From an optimization exercise on the open Yosys and OpenROAD flow, aimed at small area, a short achievable clock period and few clock cycles per item; shortcuts taken in it are not production practice. Only simulation tests tie the RTL to the original design; equivalence was not proved. No activity file was given, so power comes from the tool's default toggle rates.

==> flow/design.v <==
`default_nettype none
package msort_pkg;
  localparam int KEY_W = 32;  
  localparam int PAY_W = 32;  
  function automatic logic key_lt(logic [31:0] a, logic [31:0] b);
    logic [31:0] l0, g0;
    logic [15:0] l1, g1;
    logic [7:0]  l2, g2;
    logic [3:0]  l3, g3;
    logic [1:0]  l4, g4;
    l0 = ~a & b;
    g0 = a & ~b;
    for (int i = 0; i < 16; i++) begin
      l1[i] = l0[2*i+1] | (~g0[2*i+1] & l0[2*i]);
      g1[i] = g0[2*i+1] | (~l0[2*i+1] & g0[2*i]);
    end
    for (int i = 0; i < 8; i++) begin
      l2[i] = l1[2*i+1] | (~g1[2*i+1] & l1[2*i]);
      g2[i] = g1[2*i+1] | (~l1[2*i+1] & g1[2*i]);
    end
    for (int i = 0; i < 4; i++) begin
      l3[i] = l2[2*i+1] | (~g2[2*i+1] & l2[2*i]);
      g3[i] = g2[2*i+1] | (~l2[2*i+1] & g2[2*i]);
    end
    for (int i = 0; i < 2; i++) begin
      l4[i] = l3[2*i+1] | (~g3[2*i+1] & l3[2*i]);
      g4[i] = g3[2*i+1] | (~l3[2*i+1] & g3[2*i]);
    end
    key_lt = l4[1] | (~g4[1] & l4[0]);
  endfunction
endpackage
`default_nettype wire
`timescale 1ns/1ps
`default_nettype none
module merge_tree #(
  parameter int W_LOG = 3
) (
  input  wire              CLK,
  input  wire              RST,
  input  logic [63:0]      i_rec,
  input  wire              i_rec_valid,
  input  wire [W_LOG-1:0]  i_rec_idx,
  input  wire              i_req_full,
  input  wire              i_out_full,
  output logic [W_LOG-1:0] o_req_idx,
  output logic             o_req_valid,
  output logic [63:0]      o_rec,
  output logic             o_valid
);
  localparam int NL = 2**W_LOG;
  localparam int NB = 3;                
  logic [63:0]       head [NL];
  logic [NL-1:0]     hv;                
  logic [63:0]       buff [NL][NB];
  logic [NB-1:0]     rp   [NL];         
  logic [NB-1:0]     wp   [NL];         
  logic [NB-1:0]     bcnt [NL];         
  logic [NB:0]       owed [NL];         
  logic [63:0]       bhead [NL];        
  logic [NL-1:0]     pop;
  logic [NL-1:0]     enq;
  logic [NL-1:0]     hload;             
  logic [NL-1:0]     bnz;               
  logic              fire;
  logic [NL-1:0]     req;               
  for (genvar l = 0; l < NL; l++) begin : g_leaf
    always_comb begin
      bhead[l] = '0;
      for (int s = 0; s < NB; s++) bhead[l] = bhead[l] | (rp[l][s] ? buff[l][s] : 64'd0);
    end
    assign bnz[l]   = bcnt[l][0];
    assign enq[l]   = i_rec_valid && (i_rec_idx == W_LOG'(l));
    assign hload[l] = pop[l] | ~hv[l];
  end
  logic [63:0] e2_head [2];           
  logic [1:0]  e2_v, e2_pop;
  for (genvar m = 0; m < 2; m++) begin : g_n1
    logic       lt [4][4];
    logic [3:0] w;
    logic [63:0] sel;
    logic       f;
    for (genvar i = 0; i < 4; i++) begin : g_row
      for (genvar j = 0; j < 4; j++) begin : g_col
        if (i < j) begin : g_cmp
          assign lt[i][j] = msort_pkg::key_lt(head[4*m+i][63:32], head[4*m+j][63:32]);
        end else begin : g_none
          assign lt[i][j] = 1'b0;
        end
      end
    end
    always_comb begin
      for (int i = 0; i < 4; i++) begin
        w[i] = 1'b1;
        for (int j = 0; j < 4; j++) begin
          if (j < i && lt[j][i])  w[i] = 1'b0;
          if (j > i && !lt[i][j]) w[i] = 1'b0;
        end
      end
      sel = '0;
      for (int i = 0; i < 4; i++) sel = sel | (w[i] ? head[4*m+i] : 64'd0);
    end
    assign f = (&hv[4*m+3:4*m]) & (~e2_v[m] | e2_pop[m]);
    assign pop[4*m+3:4*m] = f ? w : 4'b0;
    always_ff @(posedge CLK) begin
      if (RST) e2_v[m] <= 1'b0;
      else if (f | e2_pop[m]) e2_v[m] <= f;
    end
    always_ff @(posedge CLK) begin
      if (f) e2_head[m] <= sel;
    end
  end
  logic root_lt;
  assign root_lt = msort_pkg::key_lt(e2_head[0][63:32], e2_head[1][63:32]);
  assign fire      = e2_v[0] & e2_v[1];
  assign e2_pop[0] = fire & root_lt;
  assign e2_pop[1] = fire & ~root_lt;
  logic [NB:0]   owed_nx [NL];
  logic [NL-1:0] owe_nx;
  logic [NL-1:0] req_nx;
  logic [W_LOG-1:0] req_idx_nx;
  for (genvar l = 0; l < NL; l++) begin : g_owed
    always_comb begin
      case ({pop[l], req[l]})
        2'b10:   owed_nx[l] = {owed[l][NB-1:0], 1'b1};
        2'b01:   owed_nx[l] = {1'b0, owed[l][NB:1]};
        default: owed_nx[l] = owed[l];
      endcase
    end
    assign owe_nx[l] = owed_nx[l][0];
  end
  always_comb begin
    req_nx = '0;
    req_idx_nx = '0;
    for (int l = NL - 1; l >= 0; l--) begin
      if (owe_nx[l]) begin
        req_nx = '0;
        req_nx[l] = 1'b1;
        req_idx_nx = W_LOG'(l);
      end
    end
  end
  always_ff @(posedge CLK) begin
    if (RST) begin
      o_req_valid <= 1'b0;
      req         <= '0;
      o_valid <= 1'b0;
      hv      <= '0;
      for (int l = 0; l < NL; l++) begin
        rp[l]   <= NB'(1);
        wp[l]   <= NB'(1);
        bcnt[l] <= '0;
        owed[l] <= '0;
      end
    end else begin
      o_req_valid <= ~i_req_full & (|owe_nx);
      req         <= i_req_full ? '0 : req_nx;
      o_valid <= fire;
      for (int l = 0; l < NL; l++) begin
        logic bdeq, benq;
        benq = enq[l] & hv[l];
        bdeq = hload[l] & (bnz[l] | enq[l]) & hv[l];
        if (hload[l]) hv[l] <= bnz[l] | enq[l];
        if (bdeq) rp[l] <= {rp[l][NB-2:0], rp[l][NB-1]};
        if (benq) wp[l] <= {wp[l][NB-2:0], wp[l][NB-1]};
        case ({benq, bdeq})
          2'b10:   bcnt[l] <= {bcnt[l][NB-2:0], 1'b1};
          2'b01:   bcnt[l] <= {1'b0, bcnt[l][NB-1:1]};
          default: ;
        endcase
        owed[l] <= owed_nx[l];
      end
    end
  end
  always_ff @(posedge CLK) begin
    o_req_idx <= req_idx_nx;
  end
  always_ff @(posedge CLK) begin
    for (int l = 0; l < NL; l++) begin
      if (hload[l]) head[l] <= bnz[l] ? bhead[l] : i_rec;
      for (int s = 0; s < NB; s++) begin
        if (enq[l] && hv[l] && wp[l][s]) buff[l][s] <= i_rec;
      end
    end
  end
  always_ff @(posedge CLK) begin
    o_rec <= root_lt ? e2_head[0] : e2_head[1];
  end
endmodule
`default_nettype wire
`timescale 1ns/1ps
`default_nettype none
module msort_top (
  input  wire        clk,
  input  wire        rst,
  input  wire [63:0] i_rec,
  input  wire        i_rec_valid,
  input  wire [2:0]  i_rec_idx,
  input  wire        i_req_full,
  input  wire        i_out_full,
  output wire [2:0]  o_req_idx,
  output wire        o_req_valid,
  output wire [63:0] o_rec,
  output wire        o_valid
);
  merge_tree #(.W_LOG(3)) u_tree (
    .CLK(clk), .RST(rst),
    .i_rec(i_rec), .i_rec_valid(i_rec_valid), .i_rec_idx(i_rec_idx),
    .i_req_full(i_req_full), .i_out_full(i_out_full),
    .o_req_idx(o_req_idx), .o_req_valid(o_req_valid),
    .o_rec(o_rec), .o_valid(o_valid)
  );
endmodule
`default_nettype wire
clock: 10.0 ns
lec_check: 0
cap_margin: 20
core_margin: 2
core_utilization: 45
setup_slack_margin: 5
slew_margin: 20
standard.sh (not shown) runs the stock make flow with config.mk's settings and CLKGATE_MAP_FILE= SYNTH_SCRIPT=/design/flow/synth_recipe.tcl, a recipe that flattens the netlist after the stock synthesis.
==> flow/flow/run.sh <==
#!/bin/bash
set -euo pipefail
MARGIN=6
sed -e "s/SETUP_SLACK_MARGIN=[0-9.]*/SETUP_SLACK_MARGIN=${MARGIN}/" standard.sh > standard_margin.sh
grep -q "SETUP_SLACK_MARGIN=${MARGIN}" standard_margin.sh
bash standard_margin.sh > flow.log 2>&1
The baseline completed, yet does not pass: capacitance limit, slew limit.
Testbench counts at the start, summed over its fixed seeds: cycles 15,389, records 12,966.
Rerun with:
==> flow/flow/run.sh (replaced) <==
#!/bin/bash
set -euo pipefail
MARGIN=6
sed -e "s/SETUP_SLACK_MARGIN=[0-9.]*/SETUP_SLACK_MARGIN=${MARGIN} SKIP_GATE_CLONING=1/" standard.sh > standard_margin.sh
grep -q "SETUP_SLACK_MARGIN=${MARGIN} SKIP_GATE_CLONING=1" standard_margin.sh
bash standard_margin.sh > flow.log 2>&1
With this change the flow completed with no timing, DRC or antenna violations.
Total power went down by 0.47%.
Utilization went down by 0.16 points.
Via count went down by about 1.4%.
Die area is unchanged.
Setup slack is worse by 14 ps.
First-iteration DRC count went down by about 5%.
Sequential cell count stays the same.
Cell area is about the same.
Maximum frequency went down by 0.34%.
Rerun with:
==> flow/run.sh (new file) <==
#!/bin/bash
# synth_recipe.tcl (not shown) runs the flow's synth.tcl, then flattens the netlist and writes it again
# the make line also repeats each setting of config.mk as NAME=value (left out here)
make -C /OpenROAD-flow-scripts/flow DESIGN_CONFIG=/design/flow/config.mk WORK_HOME=/design/flow/orfs CLKGATE_MAP_FILE= SYNTH_SCRIPT=/design/flow/synth_recipe.tcl finish
removed: flow/flow/run.sh
removed: flow/standard.sh
The new run finished clean.
Cell count fell by 1.9%.
Setup slack got worse by 840 ps.
First-iteration DRC count went down by 3.9%.
Wire length went down by 4.3%.
Sequential share of layout area rose by 2.2 points.
Synthesized area stays the same.

==> what the ideal ports hide <==
No port has a modelled driver above. Below, the same layouts with a new extraction and two added sets of constraints. Step 1 (the two cells are an assumption about what drives the block):
set clk [get_ports {clk}]
set_driving_cell -lib_cell sky130_fd_sc_hd__clkbuf_16 $clk
set_driving_cell -lib_cell sky130_fd_sc_hd__buf_2 [delete_from_list [all_inputs] $clk]
Step 2, shift: input delay + t, output delay - t, t = (earliest + latest rising clock arrival at the registers) / 2. This alone moves slack from input paths to output paths. a / b / c = ideal / step 1 / step 2; a / b = the first two.
run | t (ns) | setup WS [ns] | slew at the worst register clock pin (ns)
the first run | 0.974 | 5.894 / 5.894 / 5.066 | 0.07 / 0.07
the second run | 0.970 | 5.880 / 5.880 / 5.087 | 0.07 / 0.07
the third run | 0.967 | 5.037 / 5.037 / 4.667 | 0.07 / 0.07
The setup slack of the first run, which loses most, moves by 0.000 ns with the drivers and by -0.828 ns with both steps.
